This is an optimization exercise on Yosys and OpenROAD, whose aim is small area and a short achievable clock period, not a production implementation.
The RTL was checked by simulation tests, not by an equivalence proof against the original design.
Power figures rest on the tool's default switching activity, not on a simulated workload.

==> flow/design.v <==
module batch_dispatcher #(
   parameter int MAX_DEPENDENCIES = 256,
   parameter int MAX_BATCH_SIZE   = 8,
   parameter int SLOT_W           = 3,
   parameter int WATCHDOG_CYCLES  = 1024
) (
   input  logic                        clk,
   input  logic                        rst,
   input  logic                        s_axis_tvalid,
   output logic                        s_axis_tready,
   input  logic [63:0]                 s_axis_tdata_owner_programID,
   input  logic [MAX_DEPENDENCIES-1:0] s_axis_tdata_read_dependencies,
   input  logic [MAX_DEPENDENCIES-1:0] s_axis_tdata_write_dependencies,
   input  logic                        batch_end,
   output logic                        d_valid,
   input  logic                        d_ready,
   output logic [63:0]                 d_programID,
   output logic [SLOT_W-1:0]           d_slot,
   input  logic                        done_valid,
   input  logic [SLOT_W-1:0]           done_slot,
   output logic [MAX_DEPENDENCIES-1:0] batch_read_mask,
   output logic [MAX_DEPENDENCIES-1:0] batch_write_mask,
   output logic                        batch_retired,
   output logic                        completion_error,
   output logic                        watchdog_timeout,
   output logic [15:0]                 batches_retired,
   output logic [15:0]                 txns_dispatched
);
   if (MAX_BATCH_SIZE < 2 || MAX_BATCH_SIZE != (1 << SLOT_W) || WATCHDOG_CYCLES < 2)
   begin : g_param_check
      $error("batch_dispatcher: inconsistent parameters");
   end
   localparam int WD_W = $clog2(WATCHDOG_CYCLES);
   localparam int NB   = MAX_BATCH_SIZE;
   typedef enum logic [1:0] {
      PH_COLLECT  = 2'd0,
      PH_DISPATCH = 2'd1,
      PH_WAIT     = 2'd2,
      PH_RETIRE   = 2'd3
   } phase_t;
   phase_t                      ph;
   logic                        coll_n, rt_q;
   phase_t                      ph_next;
   logic                        o_tready_n, o_dvalid, o_retired;
   logic [SLOT_W-1:0]           cnt;
   logic                        cnt_z, cnt_f, last_q;
   logic [NB-1:0]               nsel_next, wsel_next;
   logic [SLOT_W-1:0]           dptr;
   logic [NB-1:0]               nsel;
   logic [NB-1:0]               wsel;
   logic [NB-1:0]               wq, nq;
   logic                        cnt_nz;
   logic [NB-1:0]               outst;
   logic [63:0]                 id_buf [NB];
   logic [63:0]                 dpid;
   logic [MAX_DEPENDENCIES-1:0] rd_mask;
   logic [MAX_DEPENDENCIES-1:0] wr_mask;
   logic [15:0]                 batches_q;
   logic [15:0]                 txns_q;
   logic                        error_q;
   logic [WD_W-1:0]             wd_cnt;
   logic                        wd_timeout_q;
   logic          in_collect, in_dispatch, in_wait, in_retire;
   logic [NB-1:0] cur;
   logic          is_last;
   logic          beat_accept;
   logic          close_batch;
   logic          dispatch_fire;
   logic          last_dispatch;
   logic [NB-1:0] done_dec;
   logic [NB-1:0] only_one;
   logic          done_legal;
   logic          all_done_next;
   logic          wd_fire;
   logic          to_retire;
   logic [63:0]   rdata;
   logic          ld_in, ld_buf, ld_hold;
   assign in_collect  = !coll_n;
   assign in_dispatch = (ph == PH_DISPATCH);
   assign in_wait     = (ph == PH_WAIT);
   assign in_retire   = rt_q;
   assign nsel    = nq ^ NB'(1);
   assign wsel    = wq ^ NB'(1);
   assign cnt_z   = !cnt_nz;
   assign cur     = {nsel[0], nsel[NB-1:1]};
   assign is_last = last_q;
   assign beat_accept   = s_axis_tvalid && in_collect;
   assign close_batch   = in_collect &&
                          ((batch_end && (!cnt_z || s_axis_tvalid)) ||
                           (s_axis_tvalid && cnt_f));
   assign dispatch_fire = in_dispatch && d_ready;
   assign last_dispatch = dispatch_fire && is_last;
   always_comb begin
      done_dec = '0;
      done_dec[done_slot] = done_valid;
   end
   always_comb begin
      for (int i = 0; i < NB; i++)
         only_one[i] = (outst == NB'(1 << i));
   end
   assign done_legal    = done_valid && outst[done_slot] && !in_retire;
   assign all_done_next = done_valid && only_one[done_slot];
   assign wd_fire       = in_wait && !done_legal &&
                          (wd_cnt == WD_W'(WATCHDOG_CYCLES - 1));
   assign to_retire     = in_wait && (all_done_next || wd_fire);
   always_comb begin
      rdata = '0;
      for (int i = 0; i < NB; i++)
         rdata = rdata | ({64{nsel[i]}} & id_buf[i]);
   end
   assign ld_in   = close_batch && cnt_z;
   assign ld_buf  = (close_batch && !cnt_z) || (dispatch_fire && !is_last);
   assign ld_hold = in_dispatch && !d_ready;
   always_comb begin
      nsel_next = nsel;
      if (close_batch) nsel_next = NB'(2);
      if (dispatch_fire) nsel_next = is_last ? NB'(1) : {nsel[NB-2:0], nsel[NB-1]};
      wsel_next = wsel;
      if (close_batch) wsel_next = '0;
      else if (beat_accept) wsel_next = {wsel[NB-2:0], wsel[NB-1]};
      if (in_retire) wsel_next = NB'(1);
   end
   always_comb begin
      ph_next = ph;
      if (close_batch)   ph_next = PH_DISPATCH;
      if (last_dispatch) ph_next = PH_WAIT;
      if (to_retire)     ph_next = PH_RETIRE;
      if (in_retire)     ph_next = PH_COLLECT;
   end
   always_ff @(posedge clk or posedge rst) begin
      if (rst) begin
         ph           <= PH_COLLECT;
         rt_q         <= 1'b0;
         coll_n       <= 1'b0;
         o_tready_n   <= 1'b0;
         o_dvalid     <= 1'b0;
         o_retired    <= 1'b0;
         cnt          <= '0;
         cnt_nz       <= 1'b0;
         cnt_f        <= 1'b0;
         last_q       <= 1'b0;
         dptr         <= '0;
         nq           <= '0;
         wq           <= '0;
         outst        <= '0;
         dpid         <= '0;
         batches_q    <= '0;
         txns_q       <= '0;
         error_q      <= 1'b0;
         wd_cnt       <= '0;
         wd_timeout_q <= 1'b0;
      end else begin
         if (done_valid && !done_legal) error_q <= 1'b1;
         if (wd_fire) wd_timeout_q <= 1'b1;
         rt_q <= to_retire;
         ph     <= ph_next;
         coll_n <= (ph_next != PH_COLLECT);
         if (close_batch) begin
            o_tready_n <= 1'b1;
            o_dvalid <= 1'b1;
         end
         if (last_dispatch) begin
            o_dvalid <= 1'b0;
         end
         if (to_retire) begin
            o_retired <= 1'b1;
         end
         if (in_retire) begin
            o_retired <= 1'b0;
            o_tready_n <= 1'b0;
            batches_q <= batches_q + 16'd1;
         end
         if (in_collect) begin
            if (close_batch) begin
               if (!s_axis_tvalid) cnt <= cnt - SLOT_W'(1);
               last_q <= s_axis_tvalid ? cnt_z : (cnt == SLOT_W'(1));
            end else if (s_axis_tvalid) begin
               cnt   <= cnt + SLOT_W'(1);
               cnt_nz <= 1'b1;
               cnt_f <= (cnt == SLOT_W'(NB - 2));
            end
         end else if (in_retire) begin
            cnt   <= '0;
            cnt_nz <= 1'b0;
            cnt_f <= 1'b0;
         end
         if (dispatch_fire) begin
            last_q <= !is_last && (dptr + SLOT_W'(1) == cnt);
         end
         if (dispatch_fire) begin
            dptr   <= is_last ? '0 : dptr + SLOT_W'(1);
            txns_q <= txns_q + 16'd1;
         end
         if (in_retire) begin
            outst <= '0;
         end else begin
            outst <= (outst & ~done_dec) | (cur & {NB{dispatch_fire}});
         end
         if (last_dispatch || (in_wait && done_legal)) begin
            wd_cnt <= WD_W'(1);
         end else if (in_wait) begin
            wd_cnt <= wd_cnt + WD_W'(1);
         end
         nq <= nsel_next ^ NB'(1);
         wq <= wsel_next ^ NB'(1);
         dpid <= ({64{ld_buf}}  & rdata) |
                 ({64{ld_in}}   & s_axis_tdata_owner_programID) |
                 ({64{ld_hold}} & dpid);
      end
   end
   always_ff @(posedge clk or posedge rst) begin
      if (rst) begin
         rd_mask <= '0;
         wr_mask <= '0;
      end else if (in_retire) begin
         rd_mask <= '0;
         wr_mask <= '0;
      end else if (beat_accept) begin
         rd_mask <= rd_mask | s_axis_tdata_read_dependencies;
         wr_mask <= wr_mask | s_axis_tdata_write_dependencies;
      end
   end
   always_ff @(posedge clk) begin
      for (int i = 0; i < NB; i++)
         if (wsel[i]) id_buf[i] <= s_axis_tdata_owner_programID;
   end
   assign s_axis_tready    = !o_tready_n;
   assign d_valid          = o_dvalid;
   assign d_slot           = dptr;
   assign d_programID      = dpid;
   assign batch_read_mask  = rd_mask;
   assign batch_write_mask = wr_mask;
   assign batch_retired    = o_retired;
   assign completion_error = error_q;
   assign watchdog_timeout = wd_timeout_q;
   assign batches_retired  = batches_q;
   assign txns_dispatched  = txns_q;
endmodule
clock: 3.6 ns
lec_check: 0
cap_margin: 20
core_area: 10 10 470 470
cts_buf_list: sky130_fd_sc_hd__clkbuf_8 sky130_fd_sc_hd__clkbuf_16
cts_cluster_diameter: 80
cts_cluster_size: 25
die_area: 0 0 480 480
setup_slack_margin: 1.5
slew_margin: 20
standard.sh (not shown) runs the stock make flow with config.mk's settings and CLKGATE_MAP_FILE= SYNTH_SCRIPT=/design/flow/synth_recipe.tcl, a recipe that flattens the netlist after the stock synthesis.
==> flow/flow/run.sh <==
#!/bin/bash
set -euo pipefail
bash standard.sh "BUFFER_PORTS_ARGS=-buffer_cell sky130_fd_sc_hd__buf_1" \
  "POST_GLOBAL_PLACE_TCL=$PWD/flow/outbuf.tcl" \
  "PRE_IO_PLACEMENT_TCL=$PWD/flow/pins.tcl" finish > standard.log 2>&1
==> flow/flow/outbuf.tcl <==
# Output port buffers: buf_2 in place of the buf_1 that buffer_ports inserted.
set n 0
foreach inst [get_cells output*] {
  if {[get_property $inst ref_name] eq "sky130_fd_sc_hd__buf_1"} {
    replace_cell $inst sky130_fd_sc_hd__buf_2
    incr n
  }
}
puts "outbuf.tcl: resized $n output port buffers to buf_2"
# Control input port buffers (high fanout): buf_4 in place of buf_1.
set m 0
foreach p {s_axis_tvalid batch_end d_ready done_valid done_slot\[0\] done_slot\[1\] done_slot\[2\]} {
  foreach pin [get_pins -of_objects [get_nets $p]] {
    set inst [get_cells -of_objects $pin]
    if {[get_property $inst ref_name] eq "sky130_fd_sc_hd__buf_1"} {
      replace_cell $inst sky130_fd_sc_hd__buf_4
      incr m
    }
  }
}
puts "outbuf.tcl: resized $m control input port buffers to buf_4"
==> flow/flow/pins.tcl <==
# Keep each input bit's pin next to the output pin of the same bit.
for {set i 0} {$i < 256} {incr i} {
  set_io_pin_constraint -group -order -pin_names [list "s_axis_tdata_read_dependencies\[$i\]" "batch_read_mask\[$i\]"]
  set_io_pin_constraint -group -order -pin_names [list "s_axis_tdata_write_dependencies\[$i\]" "batch_write_mask\[$i\]"]
}
for {set i 0} {$i < 64} {incr i} {
  set_io_pin_constraint -group -order -pin_names [list "s_axis_tdata_owner_programID\[$i\]" "d_programID\[$i\]"]
}
# Keep the control and status pins together, so the control logic and its
# output registers sit next to them.
set ctl [list s_axis_tvalid s_axis_tready batch_end d_valid d_ready done_valid \
  batch_retired completion_error watchdog_timeout]
for {set i 0} {$i < 3} {incr i} { lappend ctl "d_slot\[$i\]" "done_slot\[$i\]" }
for {set i 0} {$i < 16} {incr i} { lappend ctl "batches_retired\[$i\]" "txns_dispatched\[$i\]" }
set_io_pin_constraint -region bottom:200-260 -pin_names $ctl
The first run finished clean.
Change:
==> flow/flow/outbuf.tcl (replaced) <==
# Output port buffers: buf_2 in place of the buf_1 that buffer_ports inserted.
set n 0
foreach inst [get_cells output*] {
  if {[get_property $inst ref_name] eq "sky130_fd_sc_hd__buf_1"} {
    replace_cell $inst sky130_fd_sc_hd__buf_2
    incr n
  }
}
puts "outbuf.tcl: resized $n output port buffers to buf_2"
=>
- The new run finished clean
- worst setup slack gains 14 ps
- cell area hardly moves
- register-to-register slack loses 30 ps
- utilization barely changes
- flip-flop and latch count is unchanged
- cell count is about the same
- wire length hardly moves
- via count is about the same
- non-clock buffer count climbs by 2
- clock skew drops by 11 ps
Change:
--- a/flow/flow/outbuf.tcl
+++ b/flow/flow/outbuf.tcl
@@ -8,2 +8,14 @@
 }
 puts "outbuf.tcl: resized $n output port buffers to buf_2"
+# Control input port buffers (high fanout): buf_4 in place of buf_1.
+set m 0
+foreach p {s_axis_tvalid batch_end d_ready done_valid done_slot\[0\] done_slot\[1\] done_slot\[2\]} {
+  foreach pin [get_pins -of_objects [get_nets $p]] {
+    set inst [get_cells -of_objects $pin]
+    if {[get_property $inst ref_name] eq "sky130_fd_sc_hd__buf_1"} {
+      replace_cell $inst sky130_fd_sc_hd__buf_4
+      incr m
+    }
+  }
+}
+puts "outbuf.tcl: resized $m control input port buffers to buf_4"
SETUP_SLACK_MARGIN = 1.55   (was 1.5)
Result: Synthesized cell count stays the same. Design area climbs by a few percent. Power rises by a few percent. Hold slack loses 4.9 ps. Register-to-register slack improves by 20 ps. Utilization is higher by 1.0 points. Critical path depth is unchanged. Clock skew goes up by 13 ps. Wire length went up by a few percent. Clock-buffer cell count climbs by 4. Combinational power rose by roughly a tenth.
Change:
==> flow/flow/run.sh (replaced) <==
#!/bin/bash
set -euo pipefail
bash standard.sh "BUFFER_PORTS_ARGS=-buffer_cell sky130_fd_sc_hd__buf_1" \
  "PRE_IO_PLACEMENT_TCL=$PWD/flow/pins.tcl" finish > standard.log 2>&1
SETUP_SLACK_MARGIN = 1.5   (was 1.55)
removed: flow/flow/outbuf.tcl
=> Utilization goes down by 1.1 points; routed wire length came out lower by a few percent; clock power came out lower by a little under a tenth.
Change:
==> flow/flow/run.sh (replaced) <==
#!/bin/bash
set -euo pipefail
bash standard.sh "BUFFER_PORTS_ARGS=-buffer_cell sky130_fd_sc_hd__buf_1" \
  "POST_GLOBAL_PLACE_TCL=$PWD/flow/outbuf.tcl" \
  "PRE_IO_PLACEMENT_TCL=$PWD/flow/pins.tcl" finish > standard.log 2>&1
==> flow/flow/outbuf.tcl (new file) <==
# Output port buffers: buf_2 in place of the buf_1 that buffer_ports inserted.
set n 0
foreach inst [get_cells output*] {
  if {[get_property $inst ref_name] eq "sky130_fd_sc_hd__buf_1"} {
    replace_cell $inst sky130_fd_sc_hd__buf_2
    incr n
  }
}
puts "outbuf.tcl: resized $n output port buffers to buf_2"
SETUP_SLACK_MARGIN = 1.6   (was 1.5)
What happened: The new run completed with no timing, DRC or antenna violations; final area climbs by 8.2%; clock power goes up by 7.7%; wire length went up by 7.2%; setup slack improves by 20 ps; die area stays the same; cell count is higher by 3.0%; hold slack is better by 31 ps.

-- port drivers added, routing unchanged --
No port has a modelled driver above. Below, the same layouts with a new extraction and two added sets of constraints. Step 1: set_driving_cell puts a clkbuf_16 on clk and a buf_2 on each other input, an assumption about the parent block. Step 2 adds t to the input delays and takes it off the output delays; t is the mean of the earliest and latest rising clock arrival at the registers after step 1. Input paths then give back, and output paths get back, about the clock's delay inside the block. a / b / c = no drivers / after step 1 / after step 2; a / b = the first two.
run	t, ns	setup slack, ns	worst setup path at the end	clock arrival spread, ns
the first run	0.763	1.530 / 1.457 / 1.120	input, reset recovery	0.064 / 0.064
the second run	0.766	1.545 / 1.472 / 0.795	input to register	0.058 / 0.058
the third run	0.774	1.531 / 1.449 / 1.093	input, reset recovery	0.067 / 0.066
the fourth run	0.802	1.481 / 1.400 / 0.718	input to register	0.110 / 0.111
the fifth run	0.789	1.501 / 1.419 / 0.897	input to register	0.091 / 0.091
After both steps every run listed still meets setup and hold. The setup slack of the fourth run, which loses most, moves by -0.081 ns with the drivers and by -0.763 ns with both steps. Setup slack includes reset recovery checks.
